Background: an optimization exercise with open tools, aiming at small area, a short achievable clock period and few clock cycles per item. Do not read the settings as production practice.
Only simulation tests tie the RTL to the original design; equivalence was not proved.

==> flow/design.v <==
package dsp_mac_pkg;
  localparam logic [1:0] MUL   = 2'b00;
  localparam logic [1:0] MAC   = 2'b01;
  localparam logic [1:0] MSUB  = 2'b10;
  localparam logic [1:0] ACC_C = 2'b11;
  localparam int SAT_MAX_W = 128;
  typedef struct packed {
    logic [1:0] mode;
    logic       carryin;
    logic       pre_sel;
    logic       pre_sub;
    logic       last;
  } beat_ctrl_t;
  function automatic logic [SAT_MAX_W-1:0] sat_limit(input int unsigned width,
                                                     input logic negative);
    logic [SAT_MAX_W-1:0] msb;
    msb = SAT_MAX_W'(1) << (width - 1);
    sat_limit = negative ? msb : msb - SAT_MAX_W'(1);
  endfunction
  function automatic bit widths_ok(input int a_w, input int b_w, input int p_w);
    widths_ok = p_w >= a_w + b_w + 1;
  endfunction
endpackage
module dsp_mac_postadd
#(
  parameter int P_W      = 48,
  parameter bit SATURATE = 1'b0
) (
  input  logic           clk,
  input  logic           rst_n,
  input  logic           adv,
  input  logic           beat_valid,
  input  logic [1:0]     mode,
  input  logic           carryin,
  input  logic           last,
  input  logic [P_W-1:0] m,
  input  logic [P_W-1:0] c,
  output logic [P_W-1:0] p,
  output logic           carryout,
  output logic           ovf,
  output logic           out_valid,
  output logic           out_last
);
  localparam logic [P_W-1:0] SAT_MAX = P_W'(dsp_mac_pkg::sat_limit(P_W, 1'b0));
  localparam logic [P_W-1:0] SAT_MIN = P_W'(dsp_mac_pkg::sat_limit(P_W, 1'b1));
  logic [P_W-1:0] acc_reg;
  logic           sticky_reg;
  logic [P_W-1:0] op1, op2, res;
  logic [P_W:0]   sum;
  logic           cin, is_acc, ovf_now, ovf_tot;
  always_comb begin
    is_acc = (mode == dsp_mac_pkg::MAC) || (mode == dsp_mac_pkg::ACC_C);
    op1    = is_acc ? acc_reg : c;
    case (mode)
      dsp_mac_pkg::MUL, dsp_mac_pkg::MAC: op2 = m;
      dsp_mac_pkg::MSUB:     op2 = ~m;
      default:  op2 = c;
    endcase
    cin     = (mode == dsp_mac_pkg::MSUB) ? !carryin : carryin;
    sum     = {1'b0, op1} + {1'b0, op2} + {{P_W{1'b0}}, cin};
    ovf_now = (op1[P_W-1] == op2[P_W-1]) && (sum[P_W-1] != op1[P_W-1]);
    res     = sum[P_W-1:0];
    if (SATURATE && ovf_now) begin
      res = op1[P_W-1] ? SAT_MIN : SAT_MAX;
    end
    ovf_tot = ovf_now | (is_acc & sticky_reg);
  end
  always_ff @(posedge clk or negedge rst_n) begin
    if (!rst_n) begin
      acc_reg    <= '0;
      sticky_reg <= 1'b0;
      p          <= '0;
      carryout   <= 1'b0;
      ovf        <= 1'b0;
      out_valid  <= 1'b0;
      out_last   <= 1'b0;
    end else if (adv) begin
      out_valid <= 1'b0;
      if (beat_valid) begin
        if (is_acc && !last) begin
          acc_reg    <= res;
          sticky_reg <= ovf_tot;
        end else begin
          out_valid <= 1'b1;
          p         <= res;
          carryout  <= sum[P_W];
          ovf       <= ovf_tot;
          out_last  <= last;
          if (is_acc) begin
            acc_reg    <= '0;
            sticky_reg <= 1'b0;
          end
        end
      end
    end
  end
endmodule
module dsp_mac_pipe
#(
  parameter int A_W      = 18,
  parameter int B_W      = 18,
  parameter int P_W      = 48,
  parameter bit SATURATE = 1'b0
) (
  input  logic           clk,
  input  logic           rst_n,
  input  logic [A_W-1:0] a,
  input  logic [B_W-1:0] b,
  input  logic [B_W-1:0] d,
  input  logic [P_W-1:0] c,
  input  logic           carryin,
  input  logic           pre_sel,
  input  logic           pre_sub,
  input  logic [1:0]     mode,
  input  logic           in_valid,
  input  logic           in_last,
  output logic           in_ready,
  output logic [P_W-1:0] p,
  output logic           carryout,
  output logic           ovf,
  output logic           out_valid,
  output logic           out_last,
  input  logic           out_ready
);
  localparam int XW = B_W + 1;
  localparam int MW = A_W + B_W + 1;
  if (!dsp_mac_pkg::widths_ok(A_W, B_W, P_W)) begin : g_width_check
    $error("dsp_mac_pipe: P_W must be at least A_W+B_W+1");
  end
  logic run_reg;
  logic adv;
  assign adv      = !out_valid | out_ready;
  assign in_ready = run_reg & adv;
  logic signed [A_W-1:0] a1_reg, a2_reg;
  logic signed [B_W-1:0] b1_reg, d1_reg;
  logic signed [XW-1:0]  x2_reg, pre_sum, x_sel;
  logic signed [MW-1:0]  prod;
  logic signed [P_W-1:0] m3_reg;
  logic [2:0][P_W-1:0]           c_reg;
  logic [2:0][5:0]               ctrl_reg;
  logic [2:0]                    valid_reg;
  logic       s1_pre_sel, s1_pre_sub, s3_carryin, s3_last;
  logic [1:0] s3_mode;
  assign s1_pre_sel = ctrl_reg[0][2];
  assign s1_pre_sub = ctrl_reg[0][1];
  assign s3_mode    = ctrl_reg[2][5:4];
  assign s3_carryin = ctrl_reg[2][3];
  assign s3_last    = ctrl_reg[2][0];
  genvar gi;
  for (gi = 0; gi < 3; gi++) begin : g_side
    logic [P_W-1:0] c_src;
    logic [5:0]     ctrl_src;
    logic           valid_src;
    if (gi == 0) begin : g_head
      assign c_src     = c;
      assign ctrl_src  = {mode, carryin, pre_sel, pre_sub, in_last};
      assign valid_src = in_valid & in_ready;
    end else begin : g_tail
      assign c_src     = c_reg[gi-1];
      assign ctrl_src  = ctrl_reg[gi-1];
      assign valid_src = valid_reg[gi-1];
    end
    always_ff @(posedge clk or negedge rst_n) begin
      if (!rst_n) begin
        c_reg[gi]     <= '0;
        ctrl_reg[gi]  <= '0;
        valid_reg[gi] <= 1'b0;
      end else if (adv) begin
        c_reg[gi]     <= c_src;
        ctrl_reg[gi]  <= ctrl_src;
        valid_reg[gi] <= valid_src;
      end
    end
  end
  always_comb begin
    pre_sum = s1_pre_sub ? (XW'(d1_reg) - XW'(b1_reg))
                                  : (XW'(d1_reg) + XW'(b1_reg));
    x_sel   = s1_pre_sel ? pre_sum : XW'(b1_reg);
  end
  assign prod = MW'(a2_reg) * MW'(x2_reg);
  always_ff @(posedge clk or negedge rst_n) begin
    if (!rst_n) begin
      run_reg <= 1'b0;
      a1_reg  <= '0;
      b1_reg  <= '0;
      d1_reg  <= '0;
      a2_reg  <= '0;
      x2_reg  <= '0;
      m3_reg  <= '0;
    end else begin
      run_reg <= 1'b1;
      if (adv) begin
        a1_reg <= a;
        b1_reg <= b;
        d1_reg <= d;
        a2_reg <= a1_reg;
        x2_reg <= x_sel;
        m3_reg <= P_W'(prod);
      end
    end
  end
  dsp_mac_postadd #(
    .P_W      (P_W),
    .SATURATE (SATURATE)
  ) u_postadd (
    .clk        (clk),
    .rst_n      (rst_n),
    .adv        (adv),
    .beat_valid (valid_reg[2]),
    .mode       (s3_mode),
    .carryin    (s3_carryin),
    .last       (s3_last),
    .m          (m3_reg),
    .c          (c_reg[2]),
    .p          (p),
    .carryout   (carryout),
    .ovf        (ovf),
    .out_valid  (out_valid),
    .out_last   (out_last)
  );
endmodule
==> flow/run.sh <==
#!/bin/bash
# synth_recipe.tcl (not shown) runs the flow's synth.tcl, then flattens the netlist and writes it again
# the make line also repeats each setting of config.mk as NAME=value (left out here)
make -C /OpenROAD-flow-scripts/flow DESIGN_CONFIG=/design/flow/config.mk WORK_HOME=/design/flow/orfs CLKGATE_MAP_FILE= SYNTH_SCRIPT=/design/flow/synth_recipe.tcl finish
==> flow/config.mk <==
export PLATFORM = sky130hd
export DESIGN_NAME = dsp_mac_pipe
export DESIGN_NICKNAME = dsp_mac_pipe
export VERILOG_FILES = /design/flow/design.v
export SDC_FILE = /design/flow/constraint.sdc
export NUM_CORES = 4
export LEC_CHECK = 0
export CAP_MARGIN = 20
export CORE_MARGIN = 2
export CORE_UTILIZATION = 40
export SLEW_MARGIN = 20
==> flow/constraint.sdc <==
create_clock -name core_clock -period 7.0 [get_ports {clk}]
set_input_delay 1.4000 -clock core_clock [delete_from_list [all_inputs] [get_ports {clk}]]
set_output_delay 1.4000 -clock core_clock [all_outputs]
set_load 0.01 [all_outputs]
==> results_dict.tcl <==
set metrics [dict create \
    ys.flop_type "dfrtp_1" \
    fmax_mhz 149 \
    area_growth_pct 13.6 \
    drt-pass1-iter-count 7 \
    worstMarginPinSlew_ns 1.01 \
    dp_hpwl_um 60800 \
    syn_nets 4278 \
    async_flop_share_pct 100 \
    clock-sinks 391 \
    setup_violations 0 \
    cp_cell_sequence "buf_4 > nand2_1 > fa_1 > inv_1 > fa_1 > fa_1 > fa_1 > fa_1 > inv_1 > fa_1 > inv_1 > ha_1 > nand2_1 > o22ai_1 > o21ai_0 > a21oi_1 > o41ai_1 > buf_4 > o21ai_1 > a21oi_1 > o21ai_0 > xnor2_1 > a21oi_1" \
    hold_path.class "reg2reg" \
    nets 4352 \
    fin_worst_skew_ns 0.0430 \
    synthCells 3657 \
    cp.arrival_ns 7.14 \
    ys_ff_latch 391 \
    final_hold_viol_count 0 \
    io_pins 165 \
    crit_top_cell "fa_1" \
    placement.cell_area_mm2 0.0351 \
    grt_pass1_wl_um 134000 \
    slew_viol_final 0 \
    n_fill_cell 7876 \
    synth_enable_flop_cells 0 \
    largest_reg_flops 144 \
    clk_pin_slew_ns 0.07 \
    die_area_mm2 0.0832 \
    min_period_ns 6.69 \
    gp_congestion 0.887 \
    criticalPathCategory "reg2reg" \
    grt_use_total_pct 20.1 \
    htree_levels 2 \
    drc_errors 0 \
    synth_top_area_share_pct 30.2 \
    design_area_mm2 0.0368 \
    rsz0062_at_grt "no" \
    syn_avg_cell_area_um2 8.85 \
    avgRoutedWirePerCell_um 16.6 \
    clkLatencyLatePin_ns 0.61 \
    crit_path_top_delay_cell "dfrtp_1" \
    crit_required_ns 7.45 \
    cts_tree "built" \
    max-cap-violations 0 \
    period_share_pct 95.6 \
    synth_area_mm2 0.0324 \
    die_w_um 288 \
    cp-end-kind "register" \
    status "no timing/DRC/antenna violations" \
    overflow 0 \
    antenna_left 0 \
    rows 104 \
    coreArea_mm2 0.0803 \
    dr_total_vias 24200 \
    clockRootBuffer "clkbuf_16" \
    relSlewSlack_pct 32.6 \
    worstSetupStartpointType "register" \
    synth_top_area_cell "dfrtp_1" \
    grt_max_degree 212 \
    cpPeakStageDelay_ns 0.61 \
    start_util_pct 40.3 \
    vias_per_cell 5.00 \
    hold_ws_ns 0.464 \
    cts_made_buffers 47 \
    antenna_found_initial 2 \
    drtIter0Drc 1469 \
    synth.area.top_cells "dfrtp_1, fa_1, nand2_1, ha_1, inv_1" \
    yosysWarnings 2 \
    die_h_um 288 \
    wirelength_um 80400 \
    cp_max_fo 11 \
    synth-seq-area-share_pct 30.2 \
    crit_buf_inv 5 \
    grt_pass1_vias 24800 \
    clockBufferDepth 3 \
    tns_ns 0 \
    synthDistinctLibCells 71 \
    portBuffers 164 \
    drive_gt1_share_pct 6.18 \
    cpLargestDelayFamily "adder cells" \
]
-- metal layers --
metal	routed length [um]	global-route usage (%)	vias up
met5	0	0	-
met4	1900	5.14	0
met3	3100	2.27	115
met2	38200	33.1	457
met1	37300	28.3	12000
li1	-	-	11600
-- cells by family (layout without fill, tap and decap cells) --
logic type      Yosys count  after routing  synth area share, %
fa+ha+maj               509            509                 27.8
mux                     114            114                 3.77
xor+xnor                112            112                 3.03
buf+inv                 656            769                 7.61
compound gates          492            492                 9.42
other cells               1              3               0.0116
simple gates           1382           1382                 18.2
flops                   391            391                 30.2
-- cells in the mapped netlist, drive strengths merged, types with 3 or more instances --
cell       n
or2        5
a21oi    134
and2     182
mux2      61
xor2      34
nand2   1011
a21boi     4
xnor2     78
o211ai    10
a22o      43
o21ai    163
o21bai    13
and3       7
o21a      18
o31ai      6
nand3     18
nand4     16
a21o      38
a31oi     15
nor4       3
mux2i     53
o31a       4
nor2b      8
a31o       3
dfrtp    391
nor3      14
fa       348
nand2b    12
clkbuf   177
o22ai      3
ha       161
nor2      88
a211oi    14
or3        8
buf       17
inv      461
-- repair_timing --
action	in CTS	in global routing
hold buffers	0	0
buffers inserted	0	0
resized for setup	0	14
endpoints found under the setup margin	0	5
endpoints found under the hold margin	0	0
-- path summary, 6_finish.rpt --
path / startpoint / end / slack (ns) / cells past startpoint
max: a2_reg[10] / m3_reg[34] / 0.31 / 23
min: c_reg[90] / c_reg[90] / 0.46 / 2
max reg2reg: a2_reg[10] / m3_reg[34] / 0.31 / 23
min reg2reg: c_reg[90] / c_reg[90] / 0.46 / 2
max in group asynchronous: rst_n / a2_reg[9] / 4.79 / 2
min in group asynchronous: rst_n / u_postadd.p[8] / 0.78 / 1
-- placed cells by master (no fill, tap or decap), types with 14 or more instances in the layout --
cell type	count
nand4_1	16
o21ai_0	158
nor2_1	86
xnor2_1	78
clkbuf_8	14
xor2_1	34
nand2_1	1011
a22o_1	43
nand3_1	16
a21oi_1	133
a31oi_1	15
inv_1	461
buf_4	52
fa_1	347
clkdlybuf4s50_1	163
dfrtp_1	378
nor3_1	14
a21o_1	38
clkbuf_16	47
mux2i_1	53
and2_1	182
mux2_2	60
o21a_1	18
ha_1	160
-- tightest hold or removal path: stages (launching register included) --
cell	delay, ns
dfrtp_1	0.34
nand2_1	0.05
nand2_1	0.05
-- per-stage QoR --
| stage | util, % | setup WS (ns) | instances |
|---|---|---|---|
| final | 45.8 | 0.307 | 4832 |
| after global routing | 45.8 | 0.00434 | 4831 |
| after CTS | 45.8 | 0.227 | 4830 |
| after detailed placement | 43.7 | 0.262 | 4742 |
| after global placement | 43.7 | 0.293 | 4742 |
| after floorplan | - | 0.524 | 3657 |
-- area by class of cell --
| type | count | area, um^2 | area share, % |
|---|---|---|---|
| Multi-Input combinational cell | 2610 | 20200 | 54.8 |
| Clock inverter | 19 | 251 | 0.684 |
| Sequential cell | 391 | 9800 | 26.7 |
| Tap cell | 1060 | 1330 | 3.61 |
| Antenna cell | 2 | 5.00 | 0.0136 |
| Inverter | 462 | 1740 | 4.73 |
| Clock buffer | 69 | 1400 | 3.80 |
| Timing Repair Buffer | 219 | 2100 | 5.70 |
Testbench counts, summed over its fixed seeds: cycles 24,032, items 24,000.

-- port drivers added, routing unchanged --
How much do the figures lean on ideal ports? The routed layout below was timed once more, with nothing changed but the port constraints. Step 1, drivers: a clkbuf_16 drives clk and a buf_2 each remaining input, both assumed. Step 2 adds t to the input delays and takes it off the output delays; t is the mean of the earliest and latest rising clock arrival at the registers after step 1. Input paths then give back, and output paths get back, about the clock's delay inside the block. a / b / c = ideal ports / drivers / drivers and shift; a / b = the first two.
t, ns: 0.650
setup slack, ns: 0.307 / 0.307 / 0.307
slew at the worst register clock pin (ns): 0.07 / 0.07
worst data-port slew with drivers (ns): 0.08
pins driven straight from the clock port: 1
After both steps this run still meets setup and hold. The setup slack of this run moves by 0.000 ns with the drivers and by 0.000 ns with both steps.
